Source: an optimization exercise on an open RTL-to-GDS flow (aim: small area, a short achievable clock period and few clock cycles per item). Production flows keep margins and buffers that such runs may drop. Where RTL was checked, it was by simulation tests only, not by an equivalence proof against the original. For runs 1 and 2, only the layout was checked, not whether the RTL still works. Power is estimated from default activity; no workload was simulated.

==> flow/design.v <==
package output_eval_pkg;
	localparam int DATA_W = 12;
	localparam int INT_BITS = 3;
	localparam int FRAC_BITS = DATA_W - INT_BITS - 1;  
	localparam int NEURONS = 4;  
	localparam int IDX_W = 2;  
	localparam int CNT_W = 8;  
	typedef logic signed [DATA_W-1:0] fxp_t;
	typedef fxp_t [NEURONS-1:0] fxp_vec_t;  
	typedef logic signed [2*DATA_W-1:0] product_t;  
	localparam fxp_t FXP_MAX = {1'b0, {(DATA_W-1){1'b1}}};
	localparam fxp_t FXP_MIN = {1'b1, {(DATA_W-1){1'b0}}};
	localparam fxp_t FXP_NEG_ONE = {{(INT_BITS+1){1'b1}}, {FRAC_BITS{1'b0}}};
	typedef struct packed {
		fxp_vec_t act;  
		fxp_vec_t deriv;  
		logic [NEURONS-1:0] label;  
	} sample_t;
	typedef struct packed {
		logic valid;  
		logic [IDX_W-1:0] idx;  
		fxp_t max_val;  
	} class_t;
	typedef struct packed {
		fxp_vec_t delta;  
		logic [IDX_W-1:0] idx;
		logic correct;  
		logic [CNT_W-1:0] count;  
	} result_t;
	localparam int SAMPLE_W = 2 * NEURONS * DATA_W + NEURONS;  
	localparam int RESULT_W = NEURONS * DATA_W + IDX_W + 1 + CNT_W;  
endpackage
`timescale 1ns/1ps
module fxp_mul (
	input logic [11:0] a_i,  
	input logic y_i,  
	input logic [11:0] d_i,  
	output logic [31:0] t_o  
);
	logic sat;  
	logic [11:8] dec;  
	logic [11:0] ap;  
	logic neg0, one0, two0;
	logic [12:0] pp0;
	logic onel0, twol0;  
	logic neg1, one1, two1;
	logic [12:0] pp1;
	logic onel1, twol1;  
	logic neg2, one2, two2;
	logic [12:0] pp2;
	logic onel2, twol2;  
	logic neg3, one3, two3;
	logic [12:0] pp3;
	logic onel3, twol3;  
	logic neg4, one4, two4;
	logic [12:0] pp4;
	logic onel4, twol4;  
	logic neg5, one5, two5;
	logic [12:0] pp5;
	logic onel5, twol5;  
	logic [12:0] sel5;
	logic [5:0] z5;  
	logic negc5;  
	logic s0, k0;
	logic s1, k1;
	logic s2, k2;
	logic s3, k3;
	logic s4, k4;
	logic s5, k5;
	logic s6, k6;
	logic s7, k7;
	logic s8, k8;
	logic s9, k9;
	logic s10, k10;
	logic s11, k11;
	logic s12, k12;
	logic s13, k13;
	logic s14, k14;
	logic s15, k15;
	logic s16, k16;
	logic s17, k17;
	logic s18, k18;
	logic s19, k19;
	logic s20, k20;
	logic s21, k21;
	logic s22, k22;
	logic s23, k23;
	logic s24, k24;
	logic s25, k25;
	logic s26, k26;
	logic s27, k27;
	logic s28, k28;
	logic s29, k29;
	logic s30, k30;
	logic s31, k31;
	logic s32, k32;
	logic s33, k33;
	logic s34, k34;
	logic s35, k35;
	logic s36, k36;
	logic s37, k37;
	logic s38, k38;
	logic s39, k39;
	logic s40, k40;
	logic s41, k41;
	logic s42, k42;
	logic s43, k43;
	logic s44, k44;
	logic s45, k45;
	logic s46, k46;
	logic s47, k47;
	logic s48, k48;
	logic s49, k49;
	logic s50, k50;
	logic s51, k51;
	logic s52, k52;
	logic s53, k53;
	logic s54, k54;
	logic s55, k55;
	logic [7:0] la, lb;
	logic [8:0] lsum;
	assign sat = y_i & a_i[11] & ~a_i[10] & ~a_i[9] & ~a_i[8];
	assign dec[8] = a_i[8] ^ y_i;
	assign dec[9] = a_i[9] ^ (y_i & ~a_i[8]);
	assign dec[10] = a_i[10] ^ (y_i & ~a_i[8] & ~a_i[9]);
	assign dec[11] = a_i[11] ^ (y_i & ~a_i[8] & ~a_i[9] & ~a_i[10]);
	assign ap = {dec[11] | sat, dec[10:8] & {3{~sat}}, a_i[7:0]};
	assign neg0 = d_i[1];
	assign one0 = d_i[0] ^ 1'b0;
	assign two0 = (d_i[1] & ~d_i[0] & ~1'b0) | (~d_i[1] & d_i[0] & 1'b0);
	assign onel0 = one0 & ~sat;
	assign twol0 = two0 & ~sat;
	assign pp0[0] = ((ap[0] & onel0) | (1'b0 & twol0)) ^ neg0;
	assign pp0[1] = ((ap[1] & onel0) | (ap[0] & twol0)) ^ neg0;
	assign pp0[2] = ((ap[2] & onel0) | (ap[1] & twol0)) ^ neg0;
	assign pp0[3] = ((ap[3] & onel0) | (ap[2] & twol0)) ^ neg0;
	assign pp0[4] = ((ap[4] & onel0) | (ap[3] & twol0)) ^ neg0;
	assign pp0[5] = ((ap[5] & onel0) | (ap[4] & twol0)) ^ neg0;
	assign pp0[6] = ((ap[6] & onel0) | (ap[5] & twol0)) ^ neg0;
	assign pp0[7] = ((ap[7] & onel0) | (ap[6] & twol0)) ^ neg0;
	assign pp0[8] = ((ap[8] & one0) | (ap[7] & twol0)) ^ neg0;
	assign pp0[9] = ((ap[9] & one0) | (ap[8] & two0)) ^ neg0;
	assign pp0[10] = ((ap[10] & one0) | (ap[9] & two0)) ^ neg0;
	assign pp0[11] = ((ap[11] & one0) | (ap[10] & two0)) ^ neg0;
	assign pp0[12] = ((ap[11] & one0) | (ap[11] & two0)) ^ neg0;
	assign neg1 = d_i[3];
	assign one1 = d_i[2] ^ d_i[1];
	assign two1 = (d_i[3] & ~d_i[2] & ~d_i[1]) | (~d_i[3] & d_i[2] & d_i[1]);
	assign onel1 = one1 & ~sat;
	assign twol1 = two1 & ~sat;
	assign pp1[0] = ((ap[0] & onel1) | (1'b0 & twol1)) ^ neg1;
	assign pp1[1] = ((ap[1] & onel1) | (ap[0] & twol1)) ^ neg1;
	assign pp1[2] = ((ap[2] & onel1) | (ap[1] & twol1)) ^ neg1;
	assign pp1[3] = ((ap[3] & onel1) | (ap[2] & twol1)) ^ neg1;
	assign pp1[4] = ((ap[4] & onel1) | (ap[3] & twol1)) ^ neg1;
	assign pp1[5] = ((ap[5] & onel1) | (ap[4] & twol1)) ^ neg1;
	assign pp1[6] = ((ap[6] & onel1) | (ap[5] & twol1)) ^ neg1;
	assign pp1[7] = ((ap[7] & onel1) | (ap[6] & twol1)) ^ neg1;
	assign pp1[8] = ((ap[8] & one1) | (ap[7] & twol1)) ^ neg1;
	assign pp1[9] = ((ap[9] & one1) | (ap[8] & two1)) ^ neg1;
	assign pp1[10] = ((ap[10] & one1) | (ap[9] & two1)) ^ neg1;
	assign pp1[11] = ((ap[11] & one1) | (ap[10] & two1)) ^ neg1;
	assign pp1[12] = ((ap[11] & one1) | (ap[11] & two1)) ^ neg1;
	assign neg2 = d_i[5];
	assign one2 = d_i[4] ^ d_i[3];
	assign two2 = (d_i[5] & ~d_i[4] & ~d_i[3]) | (~d_i[5] & d_i[4] & d_i[3]);
	assign onel2 = one2 & ~sat;
	assign twol2 = two2 & ~sat;
	assign pp2[0] = ((ap[0] & onel2) | (1'b0 & twol2)) ^ neg2;
	assign pp2[1] = ((ap[1] & onel2) | (ap[0] & twol2)) ^ neg2;
	assign pp2[2] = ((ap[2] & onel2) | (ap[1] & twol2)) ^ neg2;
	assign pp2[3] = ((ap[3] & onel2) | (ap[2] & twol2)) ^ neg2;
	assign pp2[4] = ((ap[4] & onel2) | (ap[3] & twol2)) ^ neg2;
	assign pp2[5] = ((ap[5] & onel2) | (ap[4] & twol2)) ^ neg2;
	assign pp2[6] = ((ap[6] & onel2) | (ap[5] & twol2)) ^ neg2;
	assign pp2[7] = ((ap[7] & onel2) | (ap[6] & twol2)) ^ neg2;
	assign pp2[8] = ((ap[8] & one2) | (ap[7] & twol2)) ^ neg2;
	assign pp2[9] = ((ap[9] & one2) | (ap[8] & two2)) ^ neg2;
	assign pp2[10] = ((ap[10] & one2) | (ap[9] & two2)) ^ neg2;
	assign pp2[11] = ((ap[11] & one2) | (ap[10] & two2)) ^ neg2;
	assign pp2[12] = ((ap[11] & one2) | (ap[11] & two2)) ^ neg2;
	assign neg3 = d_i[7];
	assign one3 = d_i[6] ^ d_i[5];
	assign two3 = (d_i[7] & ~d_i[6] & ~d_i[5]) | (~d_i[7] & d_i[6] & d_i[5]);
	assign onel3 = one3 & ~sat;
	assign twol3 = two3 & ~sat;
	assign pp3[0] = ((ap[0] & onel3) | (1'b0 & twol3)) ^ neg3;
	assign pp3[1] = ((ap[1] & onel3) | (ap[0] & twol3)) ^ neg3;
	assign pp3[2] = ((ap[2] & onel3) | (ap[1] & twol3)) ^ neg3;
	assign pp3[3] = ((ap[3] & onel3) | (ap[2] & twol3)) ^ neg3;
	assign pp3[4] = ((ap[4] & onel3) | (ap[3] & twol3)) ^ neg3;
	assign pp3[5] = ((ap[5] & onel3) | (ap[4] & twol3)) ^ neg3;
	assign pp3[6] = ((ap[6] & onel3) | (ap[5] & twol3)) ^ neg3;
	assign pp3[7] = ((ap[7] & onel3) | (ap[6] & twol3)) ^ neg3;
	assign pp3[8] = ((ap[8] & one3) | (ap[7] & twol3)) ^ neg3;
	assign pp3[9] = ((ap[9] & one3) | (ap[8] & two3)) ^ neg3;
	assign pp3[10] = ((ap[10] & one3) | (ap[9] & two3)) ^ neg3;
	assign pp3[11] = ((ap[11] & one3) | (ap[10] & two3)) ^ neg3;
	assign pp3[12] = ((ap[11] & one3) | (ap[11] & two3)) ^ neg3;
	assign neg4 = d_i[9];
	assign one4 = d_i[8] ^ d_i[7];
	assign two4 = (d_i[9] & ~d_i[8] & ~d_i[7]) | (~d_i[9] & d_i[8] & d_i[7]);
	assign onel4 = one4 & ~sat;
	assign twol4 = two4 & ~sat;
	assign pp4[0] = ((ap[0] & onel4) | (1'b0 & twol4)) ^ neg4;
	assign pp4[1] = ((ap[1] & onel4) | (ap[0] & twol4)) ^ neg4;
	assign pp4[2] = ((ap[2] & onel4) | (ap[1] & twol4)) ^ neg4;
	assign pp4[3] = ((ap[3] & onel4) | (ap[2] & twol4)) ^ neg4;
	assign pp4[4] = ((ap[4] & onel4) | (ap[3] & twol4)) ^ neg4;
	assign pp4[5] = ((ap[5] & onel4) | (ap[4] & twol4)) ^ neg4;
	assign pp4[6] = ((ap[6] & onel4) | (ap[5] & twol4)) ^ neg4;
	assign pp4[7] = ((ap[7] & onel4) | (ap[6] & twol4)) ^ neg4;
	assign pp4[8] = ((ap[8] & one4) | (ap[7] & twol4)) ^ neg4;
	assign pp4[9] = ((ap[9] & one4) | (ap[8] & two4)) ^ neg4;
	assign pp4[10] = ((ap[10] & one4) | (ap[9] & two4)) ^ neg4;
	assign pp4[11] = ((ap[11] & one4) | (ap[10] & two4)) ^ neg4;
	assign pp4[12] = ((ap[11] & one4) | (ap[11] & two4)) ^ neg4;
	assign neg5 = d_i[11];
	assign one5 = d_i[10] ^ d_i[9];
	assign two5 = (d_i[11] & ~d_i[10] & ~d_i[9]) | (~d_i[11] & d_i[10] & d_i[9]);
	assign onel5 = one5 & ~sat;
	assign twol5 = two5 & ~sat;
	assign z5[0] = 1'b1;
	assign sel5[0] = (ap[0] & onel5) | (1'b0 & twol5);
	assign z5[1] = z5[0] & ~sel5[0];
	assign pp5[0] = sel5[0] ^ (neg5 & ~z5[0]);
	assign sel5[1] = (ap[1] & onel5) | (ap[0] & twol5);
	assign z5[2] = z5[1] & ~sel5[1];
	assign pp5[1] = sel5[1] ^ (neg5 & ~z5[1]);
	assign sel5[2] = (ap[2] & onel5) | (ap[1] & twol5);
	assign z5[3] = z5[2] & ~sel5[2];
	assign pp5[2] = sel5[2] ^ (neg5 & ~z5[2]);
	assign sel5[3] = (ap[3] & onel5) | (ap[2] & twol5);
	assign z5[4] = z5[3] & ~sel5[3];
	assign pp5[3] = sel5[3] ^ (neg5 & ~z5[3]);
	assign sel5[4] = (ap[4] & onel5) | (ap[3] & twol5);
	assign z5[5] = z5[4] & ~sel5[4];
	assign pp5[4] = sel5[4] ^ (neg5 & ~z5[4]);
	assign sel5[5] = (ap[5] & onel5) | (ap[4] & twol5);
	assign pp5[5] = sel5[5] ^ neg5;
	assign sel5[6] = (ap[6] & onel5) | (ap[5] & twol5);
	assign pp5[6] = sel5[6] ^ neg5;
	assign sel5[7] = (ap[7] & onel5) | (ap[6] & twol5);
	assign pp5[7] = sel5[7] ^ neg5;
	assign sel5[8] = (ap[8] & one5) | (ap[7] & twol5);
	assign pp5[8] = sel5[8] ^ neg5;
	assign sel5[9] = (ap[9] & one5) | (ap[8] & two5);
	assign pp5[9] = sel5[9] ^ neg5;
	assign sel5[10] = (ap[10] & one5) | (ap[9] & two5);
	assign pp5[10] = sel5[10] ^ neg5;
	assign sel5[11] = (ap[11] & one5) | (ap[10] & two5);
	assign pp5[11] = sel5[11] ^ neg5;
	assign sel5[12] = (ap[11] & one5) | (ap[11] & two5);
	assign pp5[12] = sel5[12] ^ neg5;
	assign negc5 = neg5 & z5[5];
	assign s0 = pp0[6] ^ pp1[4];
	assign k0 = pp0[6] & pp1[4];
	assign s1 = pp0[7] ^ pp1[5] ^ pp2[3];
	assign k1 = (pp0[7] & pp1[5]) | (pp2[3] & (pp0[7] ^ pp1[5]));
	assign s2 = pp0[8] ^ pp1[6] ^ pp2[4];
	assign k2 = (pp0[8] & pp1[6]) | (pp2[4] & (pp0[8] ^ pp1[6]));
	assign s3 = pp3[2] ^ pp4[0];
	assign k3 = pp3[2] & pp4[0];
	assign s4 = pp0[9] ^ pp1[7] ^ pp2[5];
	assign k4 = (pp0[9] & pp1[7]) | (pp2[5] & (pp0[9] ^ pp1[7]));
	assign s5 = pp3[3] ^ pp4[1];
	assign k5 = pp3[3] & pp4[1];
	assign s6 = pp0[10] ^ pp1[8] ^ pp2[6];
	assign k6 = (pp0[10] & pp1[8]) | (pp2[6] & (pp0[10] ^ pp1[8]));
	assign s7 = pp3[4] ^ pp4[2] ^ pp5[0];
	assign k7 = (pp3[4] & pp4[2]) | (pp5[0] & (pp3[4] ^ pp4[2]));
	assign s8 = pp0[11] ^ pp1[9] ^ pp2[7];
	assign k8 = (pp0[11] & pp1[9]) | (pp2[7] & (pp0[11] ^ pp1[9]));
	assign s9 = pp3[5] ^ pp4[3] ^ pp5[1];
	assign k9 = (pp3[5] & pp4[3]) | (pp5[1] & (pp3[5] ^ pp4[3]));
	assign s10 = pp1[10] ^ pp2[8] ^ pp3[6];
	assign k10 = (pp1[10] & pp2[8]) | (pp3[6] & (pp1[10] ^ pp2[8]));
	assign s11 = pp4[4] ^ pp5[2] ^ pp0[12];
	assign k11 = (pp4[4] & pp5[2]) | (pp0[12] & (pp4[4] ^ pp5[2]));
	assign s12 = pp2[9] ^ pp3[7] ^ pp4[5];
	assign k12 = (pp2[9] & pp3[7]) | (pp4[5] & (pp2[9] ^ pp3[7]));
	assign s13 = pp5[3] ^ ~pp0[12] ^ ~pp1[11];
	assign k13 = (pp5[3] & ~pp0[12]) | (~pp1[11] & (pp5[3] ^ ~pp0[12]));
	assign s14 = ~pp1[12] ^ pp2[10] ^ pp3[8];
	assign k14 = (~pp1[12] & pp2[10]) | (pp3[8] & (~pp1[12] ^ pp2[10]));
	assign s15 = pp4[6] ^ pp5[4] ^ pp1[11];
	assign k15 = (pp4[6] & pp5[4]) | (pp1[11] & (pp4[6] ^ pp5[4]));
	assign s16 = pp2[11] ^ pp3[9] ^ pp4[7];
	assign k16 = (pp2[11] & pp3[9]) | (pp4[7] & (pp2[11] ^ pp3[9]));
	assign s17 = pp5[5] ^ negc5 ^ 1'b1;
	assign k17 = (pp5[5] & negc5) | (1'b1 & (pp5[5] ^ negc5));
	assign s18 = ~pp2[12] ^ pp3[10] ^ pp4[8];
	assign k18 = (~pp2[12] & pp3[10]) | (pp4[8] & (~pp2[12] ^ pp3[10]));
	assign s19 = pp3[11] ^ pp4[9];
	assign k19 = pp3[11] & pp4[9];
	assign s20 = pp0[4] ^ pp1[2];
	assign k20 = pp0[4] & pp1[2];
	assign s21 = pp0[5] ^ pp1[3];
	assign k21 = pp0[5] & pp1[3];
	assign s22 = pp2[2] ^ pp3[0] ^ neg3;
	assign k22 = (pp2[2] & pp3[0]) | (neg3 & (pp2[2] ^ pp3[0]));
	assign s23 = pp3[1] ^ 1'b1 ^ s1;
	assign k23 = (pp3[1] & 1'b1) | (s1 & (pp3[1] ^ 1'b1));
	assign s24 = neg4 ^ s2 ^ s3;
	assign k24 = (neg4 & s2) | (s3 & (neg4 ^ s2));
	assign s25 = s4 ^ s5 ^ k2;
	assign k25 = (s4 & s5) | (k2 & (s4 ^ s5));
	assign s26 = s6 ^ s7 ^ k4;
	assign k26 = (s6 & s7) | (k4 & (s6 ^ s7));
	assign s27 = s8 ^ s9 ^ k6;
	assign k27 = (s8 & s9) | (k6 & (s8 ^ s9));
	assign s28 = s10 ^ s11 ^ k8;
	assign k28 = (s10 & s11) | (k8 & (s10 ^ s11));
	assign s29 = s12 ^ s13 ^ k10;
	assign k29 = (s12 & s13) | (k10 & (s12 ^ s13));
	assign s30 = s14 ^ s15 ^ k12;
	assign k30 = (s14 & s15) | (k12 & (s14 ^ s15));
	assign s31 = s16 ^ s17 ^ k14;
	assign k31 = (s16 & s17) | (k14 & (s16 ^ s17));
	assign s32 = pp5[6] ^ s18 ^ k16;
	assign k32 = (pp5[6] & s18) | (k16 & (pp5[6] ^ s18));
	assign s33 = pp5[7] ^ 1'b1 ^ s19;
	assign k33 = (pp5[7] & 1'b1) | (s19 & (pp5[7] ^ 1'b1));
	assign s34 = ~pp3[12] ^ pp4[10] ^ pp5[8];
	assign k34 = (~pp3[12] & pp4[10]) | (pp5[8] & (~pp3[12] ^ pp4[10]));
	assign s35 = pp4[11] ^ pp5[9];
	assign k35 = pp4[11] & pp5[9];
	assign s36 = pp0[2] ^ pp1[0];
	assign k36 = pp0[2] & pp1[0];
	assign s37 = pp0[3] ^ pp1[1];
	assign k37 = pp0[3] & pp1[1];
	assign s38 = pp2[0] ^ neg2 ^ s20;
	assign k38 = (pp2[0] & neg2) | (s20 & (pp2[0] ^ neg2));
	assign s39 = pp2[1] ^ s21 ^ k20;
	assign k39 = (pp2[1] & s21) | (k20 & (pp2[1] ^ s21));
	assign s40 = s0 ^ s22 ^ k21;
	assign k40 = (s0 & s22) | (k21 & (s0 ^ s22));
	assign s41 = k0 ^ s23 ^ k22;
	assign k41 = (k0 & s23) | (k22 & (k0 ^ s23));
	assign s42 = k1 ^ s24 ^ k23;
	assign k42 = (k1 & s24) | (k23 & (k1 ^ s24));
	assign s43 = k3 ^ s25 ^ k24;
	assign k43 = (k3 & s25) | (k24 & (k3 ^ s25));
	assign s44 = k5 ^ s26 ^ k25;
	assign k44 = (k5 & s26) | (k25 & (k5 ^ s26));
	assign s45 = k7 ^ s27 ^ k26;
	assign k45 = (k7 & s27) | (k26 & (k7 ^ s27));
	assign s46 = k9 ^ s28 ^ k27;
	assign k46 = (k9 & s28) | (k27 & (k9 ^ s28));
	assign s47 = k11 ^ s29 ^ k28;
	assign k47 = (k11 & s29) | (k28 & (k11 ^ s29));
	assign s48 = k13 ^ s30 ^ k29;
	assign k48 = (k13 & s30) | (k29 & (k13 ^ s30));
	assign s49 = k15 ^ s31 ^ k30;
	assign k49 = (k15 & s31) | (k30 & (k15 ^ s31));
	assign s50 = k17 ^ s32 ^ k31;
	assign k50 = (k17 & s32) | (k31 & (k17 ^ s32));
	assign s51 = k18 ^ s33 ^ k32;
	assign k51 = (k18 & s33) | (k32 & (k18 ^ s33));
	assign s52 = k19 ^ s34 ^ k33;
	assign k52 = (k19 & s34) | (k33 & (k19 ^ s34));
	assign s53 = 1'b1 ^ s35 ^ k34;
	assign k53 = (1'b1 & s35) | (k34 & (1'b1 ^ s35));
	assign s54 = ~pp4[12] ^ pp5[10] ^ k35;
	assign k54 = (~pp4[12] & pp5[10]) | (k35 & (~pp4[12] ^ pp5[10]));
	assign s55 = pp5[11] ^ 1'b1;
	assign k55 = pp5[11] & 1'b1;
	assign la[0] = pp0[0];
	assign lb[0] = neg0;
	assign la[1] = pp0[1];
	assign lb[1] = 1'b0;
	assign la[2] = neg1;
	assign lb[2] = s36;
	assign la[3] = s37;
	assign lb[3] = k36;
	assign la[4] = s38;
	assign lb[4] = k37;
	assign la[5] = s39;
	assign lb[5] = k38;
	assign la[6] = s40;
	assign lb[6] = k39;
	assign la[7] = s41;
	assign lb[7] = k40;
	assign lsum = la + lb;
	assign t_o[0] = s42;  
	assign t_o[1] = k41;  
	assign t_o[2] = s43;  
	assign t_o[3] = k42;  
	assign t_o[4] = s44;  
	assign t_o[5] = k43;  
	assign t_o[6] = s45;  
	assign t_o[7] = k44;  
	assign t_o[8] = s46;  
	assign t_o[9] = k45;  
	assign t_o[10] = s47;  
	assign t_o[11] = k46;  
	assign t_o[12] = s48;  
	assign t_o[13] = k47;  
	assign t_o[14] = s49;  
	assign t_o[15] = k48;  
	assign t_o[16] = s50;  
	assign t_o[17] = k49;  
	assign t_o[18] = s51;  
	assign t_o[19] = k50;  
	assign t_o[20] = s52;  
	assign t_o[21] = k51;  
	assign t_o[22] = s53;  
	assign t_o[23] = k52;  
	assign t_o[24] = s54;  
	assign t_o[25] = k53;  
	assign t_o[26] = s55;  
	assign t_o[27] = k54;  
	assign t_o[28] = ~pp5[12];  
	assign t_o[29] = k55;  
	assign t_o[30] = 1'b1;  
	assign t_o[31] = lsum[8];  
endmodule
module fxp_mul_round (
	input logic [31:0] t_i,
	output logic [11:0] p_o
);
	logic [15:0] ra, rb, q;
	assign ra[0] = t_i[0];
	assign rb[0] = t_i[1];
	assign ra[1] = t_i[2];
	assign rb[1] = t_i[3];
	assign ra[2] = t_i[4];
	assign rb[2] = t_i[5];
	assign ra[3] = t_i[6];
	assign rb[3] = t_i[7];
	assign ra[4] = t_i[8];
	assign rb[4] = t_i[9];
	assign ra[5] = t_i[10];
	assign rb[5] = t_i[11];
	assign ra[6] = t_i[12];
	assign rb[6] = t_i[13];
	assign ra[7] = t_i[14];
	assign rb[7] = t_i[15];
	assign ra[8] = t_i[16];
	assign rb[8] = t_i[17];
	assign ra[9] = t_i[18];
	assign rb[9] = t_i[19];
	assign ra[10] = t_i[20];
	assign rb[10] = t_i[21];
	assign ra[11] = t_i[22];
	assign rb[11] = t_i[23];
	assign ra[12] = t_i[24];
	assign rb[12] = t_i[25];
	assign ra[13] = t_i[26];
	assign rb[13] = t_i[27];
	assign ra[14] = t_i[28];
	assign rb[14] = t_i[29];
	assign ra[15] = t_i[30];
	assign rb[15] = 1'b0;
	logic [16:0] qc;  
	assign qc = {ra, t_i[31]} + {rb, t_i[31]};
	assign q = qc[16:1];
	assign p_o = (q[15:11] == 5'b00000 || q[15:11] == 5'b11111) ? q[11:0] :
		(q[15] ? 12'h800 : 12'h7ff);
endmodule
`timescale 1ns/1ps
module output_eval_top (
	input logic clk,
	input logic reset,
	input logic wb_cyc_i,
	input logic wb_stb_i,
	input logic wb_we_i,
	input logic [99:0] wb_dat_i,
	output logic [58:0] wb_dat_o,
	output logic wb_ack_o
);
	localparam int TB = 32;  
	logic wr;  
	logic rd;  
	logic held_q;  
	logic [7:0] count_q;
	logic [1:0] idx_q;
	logic correct_q;
	logic [4*TB-1:0] t_q;  
	logic [4*TB-1:0] t_d;
	logic [47:0] delta;
	logic signed [11:0] act [4];  
	logic [3:0] win;  
	logic [1:0] idx_d;
	logic hit;
	assign wr = wb_cyc_i && wb_stb_i && wb_we_i;
	assign rd = wb_cyc_i && wb_stb_i && !wb_we_i && held_q;
	assign wb_ack_o = wr || rd;
	for (genvar g = 0; g < 4; g++) begin : g_neuron
		assign act[g] = wb_dat_i[52 + 12*g +: 12];
		fxp_mul u_mul (
			.a_i(act[g]),
			.y_i(wb_dat_i[g]),
			.d_i(wb_dat_i[4 + 12*g +: 12]),
			.t_o(t_d[TB*g +: TB])
		);
		fxp_mul_round u_round (
			.t_i(t_q[TB*g +: TB]),
			.p_o(delta[12*g +: 12])
		);
	end
	logic ge01, ge02, ge03, ge12, ge13, ge23;
	assign ge01 = act[0] >= act[1];
	assign ge02 = act[0] >= act[2];
	assign ge03 = act[0] >= act[3];
	assign ge12 = act[1] >= act[2];
	assign ge13 = act[1] >= act[3];
	assign ge23 = act[2] >= act[3];
	assign win[0] = ge01 && ge02 && ge03;
	assign win[1] = !ge01 && ge12 && ge13;
	assign win[2] = !ge02 && !ge12 && ge23;
	assign win[3] = !ge03 && !ge13 && !ge23;
	assign idx_d = {win[2] || win[3], win[1] || win[3]};
	assign hit = |(win & wb_dat_i[3:0]);
	always_ff @(posedge clk or posedge reset) begin
		if (reset) begin
			held_q <= 1'b0;
		end else if (wr) begin
			held_q <= 1'b1;
		end
	end
	always_ff @(posedge clk or posedge reset) begin
		if (reset) begin
			count_q <= '0;
		end else if (wr && hit) begin
			count_q <= count_q + 8'd1;
		end
	end
	always_ff @(posedge clk) begin
		if (wr) begin
			t_q <= t_d;
			idx_q <= idx_d;
			correct_q <= hit;
		end
	end
	assign wb_dat_o = {delta, idx_q, correct_q, count_q};
endmodule
==> flow/flow/run.sh <==
#!/bin/bash
set -euo pipefail
export BUFFER_PORTS_ARGS="-buffer_cell sky130_fd_sc_hd__buf_2"
bash standard.sh > standard.log 2>&1
==> flow/standard.sh <==
#!/bin/bash
# synth_recipe.tcl (not shown) runs the flow's synth.tcl, then flattens the netlist and writes it again
# the make line also repeats each setting of config.mk as NAME=value (left out here)
make -C /OpenROAD-flow-scripts/flow DESIGN_CONFIG=/design/flow/config.mk WORK_HOME=/design/flow/orfs CLKGATE_MAP_FILE= SYNTH_SCRIPT=/design/flow/synth_recipe.tcl "${@:-finish}"
==> flow/config.mk <==
export PLATFORM = sky130hd
export DESIGN_NAME = output_eval_top
export DESIGN_NICKNAME = output_eval_top
export VERILOG_FILES = /design/flow/design.v
export SDC_FILE = /design/flow/constraint.sdc
export NUM_CORES = 4
export LEC_CHECK = 0
export ABC_AREA = 1
export CAP_MARGIN = 20
export CORE_MARGIN = 2
export CORE_UTILIZATION = 40
export SETUP_SLACK_MARGIN = 3.3
export SLEW_MARGIN = 20
==> flow/constraint.sdc <==
create_clock -name core_clock -period 7.5 [get_ports {clk}]
set_input_delay 1.5000 -clock core_clock [delete_from_list [all_inputs] [get_ports {clk}]]
set_output_delay 1.5000 -clock core_clock [all_outputs]
set_load 0.01 [all_outputs]
==> results of run 1 <==
[routing by layer]
| metal | GRT usage | share of wire |
|---|---|---|
| met1 | 0.298 | 0.43 |
| met2 | 0.382 | 0.49 |
| met3 | 0.0350 | 0.051 |
| met4 | 0.0815 | 0.028 |
| met5 | 0 | 0.00079 |
[cell type report]
type / count / area share
timing repair buffer: 324 / 0.0854
tap: 696 / 0.0306
multi-input combinational: 2003 / 0.640
clock inverter: 12 / 0.00536
antenna: 4 / 0.000351
inverter: 546 / 0.0809
sequential: 136 / 0.142
clock buffer: 20 / 0.0157
[timing repair]
item                                    4_1_cts  5_1_grt
endpoints found under the setup margin      107      104
endpoints found under the hold margin         0        0
pin swaps                                    70      187
gates resized for setup                     228      411
gates cloned                                  4        2
setup buffers                                84       74
[flip-flops by register name, indices dropped and copies added, names as in the netlist]
register and flops:
t_q 124, count_q 8, held_q 1, idx_q 2, correct_q 1
[Yosys cell counts, types with 4 or more instances]
cell      instances
a211oi_1         13
a21o_1           16
a21oi_1          97
a31oi_1           6
buf_2            27
buf_4             7
clkbuf_1         34
clkinv_1         16
dfrtp_1           9
edfxtp_1        127
fa_1            164
ha_1            221
inv_1           512
inv_2            18
nand2_1         507
nand2_2          10
nand3_1          53
nand3_2           4
nand3b_1          6
nand4_1          31
nor2_1          157
nor2_2            5
nor3_1            9
o211ai_1          5
o21a_1            6
o21ai_0          92
o21ai_1           8
o21ai_2           7
o21bai_1         10
o21bai_2          5
o22ai_1         208
xnor2_1          36
xor2_1          288
[final timing paths]
check,slack [ns],cells after the start,from,to
max in group asynchronous,6.25,2,reset,count_q[6]
setup reg to reg,6.28,5,count_q[1],count_q[6]
min in group asynchronous,0.98,2,reset,held_q
hold / removal,0.47,2,held_q,held_q
hold reg to reg,0.47,2,held_q,held_q
setup / recovery,3.20,16,wb_dat_i[98],t_q[106]
[cells by family after synthesis]
group	synth area share
simple gates	0.151
buf+inv	0.111
compound gates	0.140
fa+ha+maj	0.280
xor+xnor	0.132
flops	0.187
[through the flow]
step | hold WS (ns) | area (um^2) | setup slack [ns]
final | 0.468 | 28500 | 3.20
after global routing | 0.511 | 28500 | 3.13
after CTS | 0.484 | 26200 | 3.24
after detailed placement | 0.468 | 23900 | 2.30
after global placement | 0.446 | 23900 | 2.41
after floorplan | 0.428 | 22700 | 3.05
[critical path, stage by stage]
cell and delay, ns:
buf_12 0.11, inv_16 0.04, nand3_4 0.07, nor2_4 0.20, clkinv_4 0.19, nand2_8 0.12, o22ai_4 0.08, or2_4 0.29
nor2_4 0.16, nor2_4 0.05, xor2_2 0.16, fa_1 0.56, inv_2 0.04, fa_1 0.43, inv_1 0.08, fa_2 0.42
[where the power goes]
part,switching (W),internal [W]
clock network,0.000345,0.000529
registers,0.0000857,0.00116
logic,0.00246,0.00188
==> impl_metrics.json, run 1 <==
{
  "status": "complete, no violations",
  "grt_usage": 0.227,
  "synth_seq_cells": 136,
  "final_cell_mix": "430 x inv_1, 387 x nand2_1, 273 x xor2_1, 166 x ha_1, 161 x o22ai_1",
  "syn_area_um2": 21600,
  "port_buffers": 164,
  "dp.cells": 3541,
  "cts_tree": "done",
  "syn2layout_area_growth_pct": 31.8,
  "die_y_um": 237,
  "h-tree-depth": 4,
  "crit_required_ns": 7.72,
  "vias": 19726,
  "ys.flop_type": "edfxtp_1",
  "cts_num_sinks": 136,
  "ctsHoldBuffers": 0,
  "overflow": 0,
  "timing.final.crit_share": 0.574,
  "hold_viol": 0,
  "fin_crit_ns": 4.30,
  "wire_per_inst_um": 17.5,
  "syn-num-nets": 3242,
  "place.gp.congestion": 0.917,
  "fin_total_pwr_w": 0.00646,
  "tightest_slew_ns": 0.914,
  "multiInputGateArea_um2": 18200,
  "clk_pin_slew_worst_paths_ns": 0.06,
  "synth_edf_count": 127,
  "arrival_ns": 4.52,
  "worstPathMaxFanout": 6,
  "viasPerCell": 5.27,
  "synth.area.top_cells": "edfxtp_1 18%, fa_1 15%, ha_1 13%",
  "netlist_instances": 2752,
  "leakage_nw": 13.3,
  "numCtsBuffers": 17,
  "synth_top_area_share": 0.176,
  "fillerInstances": 4972,
  "ios": 165,
  "rsz0062_at_grt": "yes",
  "postRouteWirelength_mm": 65.6,
  "yosysTopAreaCell": "edfxtp_1",
  "final_common_cell": "inv_1",
  "drtPass1Iterations": 6,
  "clock_path_buffers": 2,
  "row_count": 85,
  "drtIter0Drc": 1314,
  "setup_tns_ns": 0,
  "max_freq_mhz": 232,
  "final_util": 0.532,
  "insertion_delay_ns": 0.47,
  "antenna_found_initial": 8,
  "skew_ns": 0.00387,
  "grt_pass1_wl_mm": 101,
  "synthDistinctLibCells": 53,
  "avgSynthCellArea_um2": 7.86,
  "root_buffer": "clkbuf_16",
  "start_kind": "input port",
  "final_cells": 3741,
  "grt_pass1_vias": 19292,
  "start_util": 0.403,
  "drv_cap": 0,
  "route.detailed.drc": 0,
  "ir_drop_v": 0.000188,
  "worst_hold_path_type": "reg2reg",
  "nets": 3518,
  "dp_hpwl_mm": 49.3,
  "synth-async-reset-ratio": 0.0662,
  "yosysWarningCount": 3,
  "final-seq-area_um2": 4040,
  "setup_viol": 0,
  "synth.yosys.seq_area_share": 0.187,
  "power_density_nw_per_um2": 227,
  "die_w_um": 237,
  "dieArea_um2": 55900,
  "grt_max_degree": 67,
  "relSlewSlack": 0.391,
  "design.core.area_um2": 53600,
  "antenna_left": 0,
  "crit_path_end_kind": "flop",
  "drive_above_1_share": 0.309,
  "slew_violations": 0,
  "critPathKind": "in2reg"
}
==> run 2, diff against run 1 <==
--- a/flow/config.mk
+++ b/flow/config.mk
@@ -10,4 +10,4 @@
 export CORE_MARGIN = 2
 export CORE_UTILIZATION = 40
-export SETUP_SLACK_MARGIN = 3.3
+export SETUP_SLACK_MARGIN = 3.0
 export SLEW_MARGIN = 20
==> run 2 against run 1 <==
Still clean on timing, DRC and antenna. Clock skew is 0.0011 ns lower. First-iteration DRC count is 24% lower. Cell area is 12% lower. Flip-flop and latch count stayed put. Die area stayed put. Clock-buffer cell count is 3 lower. Wire length is 9.3% lower. Power is 13% lower. Critical path depth is 1 lower. Clock power is about 10% lower. Via count is 4.3% lower. Area after synthesis stayed put.
==> impl_metrics.json, run 2 <==
{
  "power_density_nw_per_um2": 225,
  "yosysTopAreaCell": "edfxtp_1",
  "leakage_nw": 12.4,
  "viasPerCell": 5.19,
  "timing.final.crit_share": 0.588,
  "numCtsBuffers": 17,
  "skew_ns": 0.00282,
  "ir_drop_v": 0.000145,
  "fin_crit_ns": 4.41,
  "final_cell_mix": "488 x inv_1, 477 x nand2_1, 282 x xor2_1, 208 x ha_1, 201 x o22ai_1",
  "root_buffer": "clkbuf_16",
  "worstPathMaxFanout": 8,
  "postRouteWirelength_mm": 59.5,
  "min_path_cells": 2,
  "insertion_delay_ns": 0.46,
  "synthAdderAreaFrac": 0.280,
  "status": "complete, no violations",
  "p_switching_w": 0.00257,
  "nets": 3413,
  "final_common_cell": "inv_1",
  "die_y_um": 237,
  "setup_viol": 0,
  "start_util": 0.403,
  "grt_pass1_wl_mm": 93.8,
  "synthDistinctLibCells": 53,
  "synth-xor-area-share": 0.132,
  "crit_path_end_kind": "flop",
  "largest_reg_flops": 124,
  "pwr-share-clk": 0.140,
  "seq_power_share": 0.215,
  "relSlewSlack": 0.350,
  "pwr-share-comb": 0.644,
  "antenna_left": 0,
  "synth.yosys.seq_area_share": 0.187,
  "synth_edf_count": 127,
  "synth.area.top_cells": "edfxtp_1 18%, fa_1 15%, ha_1 13%",
  "clock_path_buffers": 2,
  "die_w_um": 237,
  "drive_above_1_share": 0.161,
  "start_kind": "input port",
  "yosysWarningCount": 3,
  "synth_seq_cells": 136,
  "r2r_slack_ns": 6.23,
  "antenna_found_initial": 9,
  "drtPass1Iterations": 5,
  "netlist_instances": 2752,
  "arrival_ns": 4.62,
  "grt_max_degree": 74,
  "max_freq_mhz": 227,
  "synthSimpleGateAreaFrac": 0.151,
  "route.detailed.drc": 0,
  "grt_pass1_vias": 18042,
  "syn2layout_area_growth_pct": 15.4,
  "synthTopCellsByCount": "512 x inv_1, 507 x nand2_1, 288 x xor2_1",
  "avgSynthCellArea_um2": 7.86,
  "drv_cap": 0,
  "hold_start": "held_q",
  "top_regs": "t_q (124), count_q (8), idx_q (2)",
  "ys.flop_type": "edfxtp_1",
  "grt_usage": 0.209,
  "holdPathEnd": "held_q",
  "crit_required_ns": 7.71,
  "tightest_slew_ns": 0.975,
  "dieArea_um2": 55900,
  "setup_tns_ns": 0,
  "port_buffers": 164,
  "rsz0062_at_grt": "yes",
  "slew_violations": 0,
  "synth_top_area_share": 0.176,
  "r2r_end": "count_q[7]",
  "final_util": 0.466,
  "critPathKind": "in2reg",
  "place.gp.congestion": 0.927,
  "drtIter0Drc": 1000,
  "vias": 18881,
  "syn-num-nets": 3242,
  "dp_hpwl_mm": 47.8,
  "ctsHoldBuffers": 0,
  "reg2reg_depth": 5,
  "ios": 165,
  "row_count": 85,
  "switching_share": 0.458,
  "design.core.area_um2": 53600,
  "overflow": 0,
  "synthMuxAreaShare": 0,
  "yosysMostFrequentCell": "inv_1",
  "synth_top_family_by_area": "adder cells",
  "synth-async-reset-ratio": 0.0662,
  "synth_compound_area_frac": 0.140,
  "clk_pin_slew_worst_paths_ns": 0.07,
  "cts_num_sinks": 136,
  "power.internal_w": 0.00304,
  "worst_hold_path_type": "reg2reg",
  "hold_viol": 0,
  "wire_per_inst_um": 16.4,
  "top_register": "t_q",
  "h-tree-depth": 4,
  "syn_area_um2": 21600,
  "cts_tree": "done",
  "timing.rr.start": "count_q[2]"
}
[run 2: changes by cell type in the layout (fill, tap and decap cells not counted), moves of 30 or more]
cell / delta
nor2_4: -34
nand2_2: -71
o22ai_1: +40
ha_4: -41
inv_1: +58
nand2_1: +90
ha_1: +42
buf_4: -89
o22ai_2: -30
inv_2: -30
nor2_1: +35
[run 2: kinds of logic after synthesis]
group | after synthesis
buf+inv | 619
flops | 136
simple gates | 793
fa+ha+maj | 385
compound gates | 494
xor+xnor | 325
[run 2: area by class of cell]
class                   count  area [um^2]
fillers                  5406        28600
well taps                 696          871
inverters                 546         2110
flip-flops and latches    136         4040
multi-input cells        1997        16000
diodes                      7         17.5
clock inverters            15          119
clock buffers              17          425
repair buffers            225         1360
[run 2: how the worst max path moves through the flow]
stage	from	endpoint	slack (ns)	cells past startpoint
2_1_floorplan	wb_dat_i[60]	t_q[12]	2.99	15
3_3_place_gp	wb_dat_i[61]	t_q[31]	2.32	16
3_5_place_dp	wb_dat_i[62]	t_q[31]	2.21	16
4_1_cts	wb_dat_i[98]	t_q[104]	2.96	13
5_1_grt	wb_dat_i[61]	t_q[31]	2.95	16
6_report	wb_dat_i[3]	t_q[108]	3.09	15
[run 2: metrics by stage]
stage	hold WS (ns)	worst slack (ns)	total power (W)	cell area (um^2)	instances
floorplan	0.428	2.99	0.00384	22000	2752
global placement	0.440	2.32	0.00466	23300	3541
detailed placement	0.467	2.21	0.00475	23300	3541
CTS	0.483	2.96	0.00558	24000	3583
global route	0.488	2.95	0.00625	25000	3636
finish	0.481	3.09	0.00561	25000	3639
[run 2: power groups by stage]
stage | Clock [W] | Combinational, W | Sequential (W)
floorplan | 0 | 0.00263 | 0.00121
global placement | 0 | 0.00343 | 0.00122
detailed placement | 0 | 0.00352 | 0.00122
CTS | 0.000808 | 0.00356 | 0.00121
global route | 0.000834 | 0.00420 | 0.00122
finish | 0.000787 | 0.00361 | 0.00121
[run 2: metal layers]
layer	track usage	up-vias	part of all wire
met2	0.351	479	0.48
li1	-	9294	-
met4	0.0623	8	0.022
met1	0.279	9024	0.45
met5	0	-	0.00076
met3	0.0303	76	0.046
[run 2: timing repair]
item / CTS / global route
endpoints found under the setup margin: 28 / 93
buffers inserted: 10 / 49
cloned: 0 / 0
pin swaps: 3 / 44
resized for setup: 18 / 180
[run 2: critical path, cell delays in order]
cell      delay (ns)
buf_2           0.17
nand3_2         0.11
nor2_4          0.20
clkinv_4        0.16
nand2_8         0.13
o22ai_2         0.09
or2_4           0.31
nor2_4          0.15
a21oi_2         0.08
xor2_1          0.16
fa_1            0.54
inv_1           0.04
fa_1            0.47
inv_1           0.05
fa_1            0.44
==> run 3, diff against run 2 <==
--- a/flow/design.v
+++ b/flow/design.v
@@ -117,5 +117,4 @@
 	logic s53, k53;
 	logic s54, k54;
-	logic s55, k55;
 	logic [7:0] la, lb;
 	logic [8:0] lsum;
@@ -223,17 +222,17 @@
 	assign z5[0] = 1'b1;
 	assign sel5[0] = (ap[0] & onel5) | (1'b0 & twol5);
-	assign z5[1] = z5[0] & ~sel5[0];
+	assign z5[1] = (~onel5 | (~ap[0])) & (~twol5 | (1'b1));
 	assign pp5[0] = sel5[0] ^ (neg5 & ~z5[0]);
 	assign sel5[1] = (ap[1] & onel5) | (ap[0] & twol5);
-	assign z5[2] = z5[1] & ~sel5[1];
+	assign z5[2] = (~onel5 | (~ap[0] & ~ap[1])) & (~twol5 | (~ap[0]));
 	assign pp5[1] = sel5[1] ^ (neg5 & ~z5[1]);
 	assign sel5[2] = (ap[2] & onel5) | (ap[1] & twol5);
-	assign z5[3] = z5[2] & ~sel5[2];
+	assign z5[3] = (~onel5 | (~ap[0] & ~ap[1] & ~ap[2])) & (~twol5 | (~ap[0] & ~ap[1]));
 	assign pp5[2] = sel5[2] ^ (neg5 & ~z5[2]);
 	assign sel5[3] = (ap[3] & onel5) | (ap[2] & twol5);
-	assign z5[4] = z5[3] & ~sel5[3];
+	assign z5[4] = (~onel5 | (~ap[0] & ~ap[1] & ~ap[2] & ~ap[3])) & (~twol5 | (~ap[0] & ~ap[1] & ~ap[2]));
 	assign pp5[3] = sel5[3] ^ (neg5 & ~z5[3]);
 	assign sel5[4] = (ap[4] & onel5) | (ap[3] & twol5);
-	assign z5[5] = z5[4] & ~sel5[4];
+	assign z5[5] = (~onel5 | (~ap[0] & ~ap[1] & ~ap[2] & ~ap[3] & ~ap[4])) & (~twol5 | (~ap[0] & ~ap[1] & ~ap[2] & ~ap[3]));
 	assign pp5[4] = sel5[4] ^ (neg5 & ~z5[4]);
 	assign sel5[5] = (ap[5] & onel5) | (ap[4] & twol5);
@@ -324,46 +323,44 @@
 	assign s34 = ~pp3[12] ^ pp4[10] ^ pp5[8];
 	assign k34 = (~pp3[12] & pp4[10]) | (pp5[8] & (~pp3[12] ^ pp4[10]));
-	assign s35 = pp4[11] ^ pp5[9];
-	assign k35 = pp4[11] & pp5[9];
-	assign s36 = pp0[2] ^ pp1[0];
-	assign k36 = pp0[2] & pp1[0];
-	assign s37 = pp0[3] ^ pp1[1];
-	assign k37 = pp0[3] & pp1[1];
-	assign s38 = pp2[0] ^ neg2 ^ s20;
-	assign k38 = (pp2[0] & neg2) | (s20 & (pp2[0] ^ neg2));
-	assign s39 = pp2[1] ^ s21 ^ k20;
-	assign k39 = (pp2[1] & s21) | (k20 & (pp2[1] ^ s21));
-	assign s40 = s0 ^ s22 ^ k21;
-	assign k40 = (s0 & s22) | (k21 & (s0 ^ s22));
-	assign s41 = k0 ^ s23 ^ k22;
-	assign k41 = (k0 & s23) | (k22 & (k0 ^ s23));
-	assign s42 = k1 ^ s24 ^ k23;
-	assign k42 = (k1 & s24) | (k23 & (k1 ^ s24));
-	assign s43 = k3 ^ s25 ^ k24;
-	assign k43 = (k3 & s25) | (k24 & (k3 ^ s25));
-	assign s44 = k5 ^ s26 ^ k25;
-	assign k44 = (k5 & s26) | (k25 & (k5 ^ s26));
-	assign s45 = k7 ^ s27 ^ k26;
-	assign k45 = (k7 & s27) | (k26 & (k7 ^ s27));
-	assign s46 = k9 ^ s28 ^ k27;
-	assign k46 = (k9 & s28) | (k27 & (k9 ^ s28));
-	assign s47 = k11 ^ s29 ^ k28;
-	assign k47 = (k11 & s29) | (k28 & (k11 ^ s29));
-	assign s48 = k13 ^ s30 ^ k29;
-	assign k48 = (k13 & s30) | (k29 & (k13 ^ s30));
-	assign s49 = k15 ^ s31 ^ k30;
-	assign k49 = (k15 & s31) | (k30 & (k15 ^ s31));
-	assign s50 = k17 ^ s32 ^ k31;
-	assign k50 = (k17 & s32) | (k31 & (k17 ^ s32));
-	assign s51 = k18 ^ s33 ^ k32;
-	assign k51 = (k18 & s33) | (k32 & (k18 ^ s33));
-	assign s52 = k19 ^ s34 ^ k33;
-	assign k52 = (k19 & s34) | (k33 & (k19 ^ s34));
-	assign s53 = 1'b1 ^ s35 ^ k34;
-	assign k53 = (1'b1 & s35) | (k34 & (1'b1 ^ s35));
-	assign s54 = ~pp4[12] ^ pp5[10] ^ k35;
-	assign k54 = (~pp4[12] & pp5[10]) | (k35 & (~pp4[12] ^ pp5[10]));
-	assign s55 = pp5[11] ^ 1'b1;
-	assign k55 = pp5[11] & 1'b1;
+	assign s35 = pp0[2] ^ pp1[0];
+	assign k35 = pp0[2] & pp1[0];
+	assign s36 = pp0[3] ^ pp1[1];
+	assign k36 = pp0[3] & pp1[1];
+	assign s37 = pp2[0] ^ neg2 ^ s20;
+	assign k37 = (pp2[0] & neg2) | (s20 & (pp2[0] ^ neg2));
+	assign s38 = pp2[1] ^ s21 ^ k20;
+	assign k38 = (pp2[1] & s21) | (k20 & (pp2[1] ^ s21));
+	assign s39 = s0 ^ s22 ^ k21;
+	assign k39 = (s0 & s22) | (k21 & (s0 ^ s22));
+	assign s40 = k0 ^ s23 ^ k22;
+	assign k40 = (k0 & s23) | (k22 & (k0 ^ s23));
+	assign s41 = k1 ^ s24 ^ k23;
+	assign k41 = (k1 & s24) | (k23 & (k1 ^ s24));
+	assign s42 = k3 ^ s25 ^ k24;
+	assign k42 = (k3 & s25) | (k24 & (k3 ^ s25));
+	assign s43 = k5 ^ s26 ^ k25;
+	assign k43 = (k5 & s26) | (k25 & (k5 ^ s26));
+	assign s44 = k7 ^ s27 ^ k26;
+	assign k44 = (k7 & s27) | (k26 & (k7 ^ s27));
+	assign s45 = k9 ^ s28 ^ k27;
+	assign k45 = (k9 & s28) | (k27 & (k9 ^ s28));
+	assign s46 = k11 ^ s29 ^ k28;
+	assign k46 = (k11 & s29) | (k28 & (k11 ^ s29));
+	assign s47 = k13 ^ s30 ^ k29;
+	assign k47 = (k13 & s30) | (k29 & (k13 ^ s30));
+	assign s48 = k15 ^ s31 ^ k30;
+	assign k48 = (k15 & s31) | (k30 & (k15 ^ s31));
+	assign s49 = k17 ^ s32 ^ k31;
+	assign k49 = (k17 & s32) | (k31 & (k17 ^ s32));
+	assign s50 = k18 ^ s33 ^ k32;
+	assign k50 = (k18 & s33) | (k32 & (k18 ^ s33));
+	assign s51 = k19 ^ s34 ^ k33;
+	assign k51 = (k19 & s34) | (k33 & (k19 ^ s34));
+	assign s52 = pp4[11] ^ pp5[9] ^ k34;
+	assign k52 = (pp4[11] & pp5[9]) | (k34 & (pp4[11] ^ pp5[9]));
+	assign s53 = ~pp4[12] ^ pp5[10] ^ 1'b1;
+	assign k53 = (~pp4[12] & pp5[10]) | (1'b1 & (~pp4[12] ^ pp5[10]));
+	assign s54 = pp5[11] ^ 1'b1;
+	assign k54 = pp5[11] & 1'b1;
 	assign la[0] = pp0[0];
 	assign lb[0] = neg0;
@@ -371,46 +368,46 @@
 	assign lb[1] = 1'b0;
 	assign la[2] = neg1;
-	assign lb[2] = s36;
-	assign la[3] = s37;
-	assign lb[3] = k36;
-	assign la[4] = s38;
-	assign lb[4] = k37;
-	assign la[5] = s39;
-	assign lb[5] = k38;
-	assign la[6] = s40;
-	assign lb[6] = k39;
-	assign la[7] = s41;
-	assign lb[7] = k40;
+	assign lb[2] = s35;
+	assign la[3] = s36;
+	assign lb[3] = k35;
+	assign la[4] = s37;
+	assign lb[4] = k36;
+	assign la[5] = s38;
+	assign lb[5] = k37;
+	assign la[6] = s39;
+	assign lb[6] = k38;
+	assign la[7] = s40;
+	assign lb[7] = k39;
 	assign lsum = la + lb;
-	assign t_o[0] = s42;  
-	assign t_o[1] = k41;  
-	assign t_o[2] = s43;  
-	assign t_o[3] = k42;  
-	assign t_o[4] = s44;  
-	assign t_o[5] = k43;  
-	assign t_o[6] = s45;  
-	assign t_o[7] = k44;  
-	assign t_o[8] = s46;  
-	assign t_o[9] = k45;  
-	assign t_o[10] = s47;  
-	assign t_o[11] = k46;  
-	assign t_o[12] = s48;  
-	assign t_o[13] = k47;  
-	assign t_o[14] = s49;  
-	assign t_o[15] = k48;  
-	assign t_o[16] = s50;  
-	assign t_o[17] = k49;  
-	assign t_o[18] = s51;  
-	assign t_o[19] = k50;  
-	assign t_o[20] = s52;  
-	assign t_o[21] = k51;  
-	assign t_o[22] = s53;  
-	assign t_o[23] = k52;  
-	assign t_o[24] = s54;  
-	assign t_o[25] = k53;  
-	assign t_o[26] = s55;  
-	assign t_o[27] = k54;  
+	assign t_o[0] = s41;  
+	assign t_o[1] = k40;  
+	assign t_o[2] = s42;  
+	assign t_o[3] = k41;  
+	assign t_o[4] = s43;  
+	assign t_o[5] = k42;  
+	assign t_o[6] = s44;  
+	assign t_o[7] = k43;  
+	assign t_o[8] = s45;  
+	assign t_o[9] = k44;  
+	assign t_o[10] = s46;  
+	assign t_o[11] = k45;  
+	assign t_o[12] = s47;  
+	assign t_o[13] = k46;  
+	assign t_o[14] = s48;  
+	assign t_o[15] = k47;  
+	assign t_o[16] = s49;  
+	assign t_o[17] = k48;  
+	assign t_o[18] = s50;  
+	assign t_o[19] = k49;  
+	assign t_o[20] = s51;  
+	assign t_o[21] = k50;  
+	assign t_o[22] = s52;  
+	assign t_o[23] = k51;  
+	assign t_o[24] = s53;  
+	assign t_o[25] = k52;  
+	assign t_o[26] = s54;  
+	assign t_o[27] = k53;  
 	assign t_o[28] = ~pp5[12];  
-	assign t_o[29] = k55;  
+	assign t_o[29] = k54;  
 	assign t_o[30] = 1'b1;  
 	assign t_o[31] = lsum[8];  
@@ -456,5 +453,5 @@
 	assign qc = {ra, t_i[31]} + {rb, t_i[31]};
 	assign q = qc[16:1];
-	assign p_o = (q[15:11] == 5'b00000 || q[15:11] == 5'b11111) ? q[11:0] :
+	assign p_o = (q[15:12] == 4'b0000) ? {~q[11], q[10:0]} :
 		(q[15] ? 12'h800 : 12'h7ff);
 endmodule
--- a/flow/config.mk
+++ b/flow/config.mk
@@ -10,4 +10,4 @@
 export CORE_MARGIN = 2
 export CORE_UTILIZATION = 40
-export SETUP_SLACK_MARGIN = 3.0
+export SETUP_SLACK_MARGIN = 3.2
 export SLEW_MARGIN = 20
==> run 3 against run 2 <==
Core utilization is 4.4 points higher. Clock power is 4.6% higher. Global-route usage is 1.5 points higher. Non-clock buffer count is 47 higher. Clock skew is 0.0021 ns lower. Cell area is 7.5% higher. Power is 8.7% higher.
==> impl_metrics.json, run 3 <==
{
  "postRouteWirelength_mm": 63.4,
  "path_delay_family": "adder cells",
  "start_util": 0.406,
  "r2r_slack_ns": 6.20,
  "top_regs": "t_q (124), count_q (8), idx_q (2)",
  "antenna_left": 0,
  "die_y_um": 235,
  "skew_ns": 0.000754,
  "wire_per_inst_um": 17.8,
  "power_density_nw_per_um2": 227,
  "avgSynthCellArea_um2": 8.07,
  "drive_above_1_share": 0.258,
  "ir_drop_v": 0.000157,
  "grt_pass1_vias": 18766,
  "setup_viol": 0,
  "reg2reg_depth": 6,
  "hold_start": "held_q",
  "worstPathMaxFanout": 10,
  "r2r_end": "count_q[6]",
  "fin_crit_ns": 4.34,
  "status": "complete, no violations",
  "drtIter0Drc": 1252,
  "synth_seq_cells": 136,
  "yosysMostFrequentCell": "nand2_1",
  "ios": 165,
  "yosysWarningCount": 3,
  "antenna_found_initial": 5,
  "synth-async-reset-ratio": 0.0662,
  "grt_max_degree": 75,
  "clock_path_buffers": 2,
  "place.gp.congestion": 0.946,
  "drv_cap": 0,
  "relSlewSlack": 0.331,
  "synthDistinctLibCells": 57,
  "hold_viol": 0,
  "cts_tree": "done",
  "ctsHoldBuffers": 0,
  "numCtsBuffers": 17,
  "arrival_ns": 4.54,
  "slowest_stage": "fa_1",
  "top_register": "t_q",
  "grt_usage": 0.224,
  "hold_ws_ns": 0.458,
  "dr_wl_met2_mm": 30.0,
  "fin_total_pwr_w": 0.00609,
  "synth.area.top_cells": "edfxtp_1 18%, fa_1 15%, ha_1 13%",
  "overflow": 0,
  "synth_edf_count": 127,
  "holdPathEnd": "held_q",
  "largest_reg_flops": 124,
  "dr_wl_met3_mm": 3.74,
  "nets": 3349,
  "seq_power_share": 0.200,
  "ys.flop_type": "edfxtp_1",
  "min_path_cells": 2,
  "port_buffers": 164,
  "max_freq_mhz": 231,
  "final_common_cell": "nand2_1",
  "syn-num-nets": 3132,
  "path_buf_inv": 6,
  "switching_share": 0.458,
  "insertion_delay_ns": 0.46,
  "tightest_slew_ns": 1.00,
  "p_switching_w": 0.00279,
  "final_cell_mix": "357 x nand2_1, 351 x inv_1, 281 x xor2_1, 189 x ha_1, 184 x o22ai_1",
  "yosysTopAreaCell": "edfxtp_1",
  "netlist_instances": 2646,
  "syn2layout_area_growth_pct": 25.6,
  "viasPerCell": 5.35,
  "path_depth": 19,
  "dieArea_um2": 55300,
  "rsz0062_at_grt": "yes",
  "root_buffer": "clkbuf_16",
  "clk_pin_slew_worst_paths_ns": 0.07,
  "worst_hold_path_type": "reg2reg",
  "pwr-share-comb": 0.665,
  "cts_num_sinks": 136,
  "start_kind": "input port",
  "crit_required_ns": 7.70,
  "slew_violations": 0,
  "worstPathCellList": "buf_4, inv_6, nor2_4, nand4_4, inv_6, nor2_2, inv_4, o22ai_2, xor2_1, fa_1, inv_1, ha_1, inv_1, fa_1, ha_1, nand2_1, nor2_1, o21ai_1, o211ai_1",
  "leakage_nw": 12.3,
  "setup_tns_ns": 0,
  "design.core.area_um2": 52700,
  "synth_top_area_share": 0.179,
  "dp_hpwl_mm": 50.2,
  "h-tree-depth": 4,
  "syn_area_um2": 21400,
  "top_layer_used": "met5",
  "critPathKind": "in2reg",
  "pwr-share-clk": 0.135,
  "timing.rr.start": "count_q[0]",
  "power.internal_w": 0.00330,
  "synthTopCellsByCount": "415 x nand2_1, 389 x inv_1, 291 x xor2_1",
  "drt-met1-wl_mm": 27.8,
  "vias": 19073,
  "die_w_um": 235,
  "timing.final.crit_share": 0.578,
  "row_count": 84,
  "critPathMaxStageDelay_ns": 0.49,
  "synth.yosys.seq_area_share": 0.189,
  "route.detailed.drc": 0,
  "crit_path_end_kind": "flop",
  "critPathLaunch": "wb_dat_i[63]",
  "drtPass1Iterations": 5,
  "grt_pass1_wl_mm": 99.2
}
run 3: repair_timing:
item,CTS,global route
resized for setup,112,275
endpoints found under the setup margin,104,105
endpoints found under the hold margin,0,0
buffers inserted,43,60
cloned,5,3
pin swaps,36,135
run 3: routing by layer:
metal  vias to the layer above  track usage
met5                         -            0
met4                         4       0.0819
met3                       100       0.0397
met2                       614        0.367
met1                      9104        0.295
li1                       9251            -
run 3: final cells by class:
cell class	count	area [um^2]
inverter	440	1860
multi-input combinational	1996	17400
clock buffer	18	450
fill	4894	25800
timing repair buffer	272	2070
antenna	2	5.00
tap	688	861
clock inverter	14	120
sequential	136	4040
run 3: power by group through the flow:
stage	sequential [W]	clock (W)	combinational, W
2_1_floorplan	0.00121	0	0.00254
3_3_place_gp	0.00122	0	0.00337
3_5_place_dp	0.00123	0	0.00348
4_1_cts	0.00121	0.000851	0.00369
5_1_grt	0.00123	0.000875	0.00461
6_report	0.00122	0.000823	0.00405
run 3: cells by family (layout without fill, tap and decap cells):
family | count (synthesis) | after routing | synth area share
AO/OA/AOI/OAI | 538 | 538 | 0.154
other | 0 | 2 | 0
flip-flops | 136 | 136 | 0.189
buffers and inverters | 519 | 744 | 0.0951
adder cells (fa/ha/maj) | 381 | 381 | 0.281
XOR/XNOR | 331 | 331 | 0.136
AND/OR/NAND/NOR | 741 | 746 | 0.145
run 3: worst max path at each step:
stage	end	slack [ns]
after floorplan	t_q[108]	2.95
after global placement	t_q[127]	2.44
after detailed placement	t_q[127]	2.31
after CTS	wb_dat_o[34]	3.18
after global routing	wb_dat_o[26]	3.02
final	t_q[31]	3.16
run 3: stage by stage:
| stage | std cells | util | worst slack [ns] | area (um^2) |
|---|---|---|---|---|
| floorplan | 2646 | - | 2.95 | 22400 |
| global placement | 3421 | 0.449 | 2.44 | 23600 |
| detailed placement | 3421 | 0.449 | 2.31 | 23600 |
| CTS | 3501 | 0.476 | 3.18 | 25100 |
| global route | 3566 | 0.510 | 3.02 | 26800 |
| finish | 3566 | 0.510 | 3.16 | 26800 |
run 3: tightest hold or removal path, delay by kind of cell (launching register included):
family / cells / cell delay, ns
and+or+nand+nor: 1 / 0.06
buffers and inverters: 1 / 0.05
DFF: 1 / 0.32
Testbench counts of run 3, summed over its fixed seeds: cycles 6,400, items 3,200.
==> run 4, diff against run 3 <==
--- a/flow/config.mk
+++ b/flow/config.mk
@@ -9,5 +9,5 @@
 export CAP_MARGIN = 20
 export CORE_MARGIN = 2
-export CORE_UTILIZATION = 40
-export SETUP_SLACK_MARGIN = 3.2
+export CORE_UTILIZATION = 60
+export SETUP_SLACK_MARGIN = 3.0
 export SLEW_MARGIN = 20
==> run 4 against run 3 <==
Non-clock buffer count is 50 lower. Core utilization is 18 points higher. Highest routed layer unchanged. Critical endpoint unchanged. Synthesized cell count stayed put. Clock skew is 0.0040 ns higher.
==> impl_metrics.json, run 4 <==
{
  "arrival_ns": 4.64,
  "grt_pass1_wl_mm": 93.2,
  "yosysTopAreaCell": "edfxtp_1",
  "critPathKind": "in2reg",
  "drtPass1Iterations": 5,
  "drive_above_1_share": 0.171,
  "worst_hold_path_type": "reg2reg",
  "pwr-share-clk": 0.159,
  "viasPerCell": 5.84,
  "antenna_left": 0,
  "grt_max_degree": 71,
  "route.detailed.drc": 0,
  "timing.final.crit_share": 0.593,
  "reg2reg_depth": 6,
  "rsz0062_at_grt": "yes",
  "crit_required_ns": 7.69,
  "grt_pass1_vias": 18240,
  "yosysMostFrequentCell": "nand2_1",
  "ys.flop_type": "edfxtp_1",
  "fin_crit_ns": 4.45,
  "place.gp.congestion": 0.960,
  "grt_usage": 0.321,
  "power.internal_w": 0.00311,
  "largest_reg_flops": 124,
  "seq_power_share": 0.214,
  "synthDistinctLibCells": 57,
  "skew_ns": 0.00470,
  "synth-async-reset-ratio": 0.0662,
  "status": "complete, no violations",
  "drv_cap": 0,
  "design.core.area_um2": 35300,
  "postRouteWirelength_mm": 59.8,
  "syn2layout_area_growth_pct": 14.5,
  "synth.area.top_cells": "edfxtp_1 18%, fa_1 15%, ha_1 13%",
  "max_freq_mhz": 225,
  "row_count": 69,
  "crit_path_end_kind": "flop",
  "die_w_um": 193,
  "clk_pin_slew_worst_paths_ns": 0.06,
  "h-tree-depth": 4,
  "pwr-share-comb": 0.627,
  "syn-num-nets": 3132,
  "overflow": 0,
  "start_util": 0.605,
  "worstPathMaxFanout": 8,
  "final_common_cell": "nand2_1",
  "synthTopCellsByCount": "415 x nand2_1, 389 x inv_1, 291 x xor2_1",
  "numCtsBuffers": 17,
  "synth_top_area_share": 0.179,
  "syn_area_um2": 21400,
  "tightest_slew_ns": 0.921,
  "drtIter0Drc": 1431,
  "clock_path_buffers": 2,
  "relSlewSlack": 0.386,
  "yosysWarningCount": 3,
  "setup_tns_ns": 0,
  "min_path_cells": 2,
  "hold_viol": 0,
  "slew_violations": 0,
  "power_density_nw_per_um2": 230,
  "port_buffers": 164,
  "switching_share": 0.447,
  "p_switching_w": 0.00252,
  "ios": 165,
  "avgSynthCellArea_um2": 8.07,
  "insertion_delay_ns": 0.46,
  "synth_seq_cells": 136,
  "netlist_instances": 2646,
  "vias": 19219,
  "ir_drop_v": 0.000169,
  "hold_ws_ns": 0.455,
  "cts_num_sinks": 136,
  "die_y_um": 193,
  "top_register": "t_q",
  "root_buffer": "clkbuf_16",
  "nets": 3296,
  "synth.yosys.seq_area_share": 0.189,
  "synth_edf_count": 127,
  "dp_hpwl_mm": 46.4,
  "final_cell_mix": "390 x nand2_1, 379 x inv_1, 285 x xor2_1, 202 x o22ai_1, 202 x ha_1",
  "wire_per_inst_um": 18.2,
  "dieArea_um2": 37100,
  "antenna_found_initial": 10,
  "start_kind": "input port",
  "setup_viol": 0,
  "leakage_nw": 11.7,
  "cts_tree": "done",
  "top_regs": "t_q (124), count_q (8), idx_q (2)"
}
run 4: logic make-up after synthesis:
| group | count (synthesis) | share of synthesized area |
|---|---|---|
| compound gates | 538 | 0.154 |
| xor+xnor | 331 | 0.136 |
| fa+ha+maj | 381 | 0.281 |
| buf+inv | 519 | 0.0951 |
| flops | 136 | 0.189 |
| simple gates | 741 | 0.145 |
run 4: cell type report:
type,count,area (um^2)
inverters,440,1710
diodes,8,20.0
flip-flops and latches,136,4040
multi-input cells,1993,16100
repair buffers,222,1390
clock buffers,17,425
clock inverters,15,184
fillers,2985,10900
well taps,461,577
run 4: stage by stage:
step | std cells | worst slack [ns] | power (W) | util | instance area [um^2]
after floorplan | 2646 | 2.96 | 0.00370 | - | 21700
after global placement | 3194 | 2.39 | 0.00440 | 0.642 | 22700
after detailed placement | 3194 | 2.34 | 0.00454 | 0.642 | 22700
after CTS | 3236 | 2.99 | 0.00551 | 0.667 | 23600
after global routing | 3292 | 2.92 | 0.00622 | 0.693 | 24500
final | 3292 | 3.05 | 0.00563 | 0.693 | 24500
run 4: critical path, stage by stage:
cell,delay (ns)
buf_6,0.11
inv_1,0.07
nor2_4,0.10
nand4_4,0.25
clkinv_4,0.18
nor2_4,0.05
inv_4,0.07
o22ai_1,0.09
xor2_1,0.20
fa_1,0.51
inv_1,0.04
ha_1,0.26
inv_1,0.05
fa_1,0.50
ha_1,0.32
nand2_1,0.09
nor2_1,0.04
o21ai_1,0.08
o211ai_1,0.10
run 4: worst paths after layout:
check	from	to	slack [ns]
worst max register to register	count_q[0]	count_q[6]	6.23
max in group asynchronous	reset	count_q[5]	6.25
worst min-delay path	held_q	held_q	0.45
worst max-delay path	wb_dat_i[63]	t_q[31]	3.05
worst min register to register	held_q	held_q	0.45
min in group asynchronous	reset	count_q[6]	0.99
run 4: what timing repair did:
item / in CTS / in global routing
endpoints found under the setup margin: 66 / 105
hold buffers: 0 / 0
gates cloned: 0 / 2
buffers inserted: 10 / 46
gates resized for setup: 43 / 152
pin swaps: 6 / 29
run 4: layer usage:
layer  global-route usage  up-vias  share of wire
met3               0.0416      135          0.065
met4                0.127        4          0.032
met2                0.527      766           0.48
li1                     -     9153              -
met1                0.433     9161           0.43
met5                    0        -        0.00038
run 4: power by group through the flow:
stage,sequential (W),combinational (W),clock [W]
floorplan,0.00121,0.00249,0
global placement,0.00121,0.00318,0
detailed placement,0.00122,0.00333,0
CTS,0.00120,0.00339,0.000911
global route,0.00122,0.00406,0.000936
finish,0.00121,0.00353,0.000896

## re-timing with driven ports
In the flow no input, the clock included, has a driving cell. The finished layouts below were timed again as built, in two steps. Step 1, drivers: a clkbuf_16 drives clk and a buf_2 each remaining input, both assumed. Step 2, shift: input delay + t, output delay - t, t = (earliest + latest rising clock arrival at the registers) / 2. This alone moves slack from input paths to output paths. Three values: no drivers, after step 1, after step 2; two values: the first two.
run | t (ns) | setup slack, ns | worst data-port slew with drivers (ns) | cell pins on the clock port's net
run 1 | 0.532 | 3.196 / 3.187 / 2.654 | 0.17 | 1
run 2 | 0.514 | 3.090 / 3.060 / 2.546 | 0.12 | 1
run 3 | 0.514 | 3.164 / 3.159 / 2.679 | 0.12 | 1
run 4 | 0.514 | 3.052 / 3.003 / 2.489 | 0.10 | 1
After both steps every run listed still meets setup and hold. For run 4, which loses most, drivers alone change the setup slack by -0.049 ns; drivers and shift together by -0.563 ns.
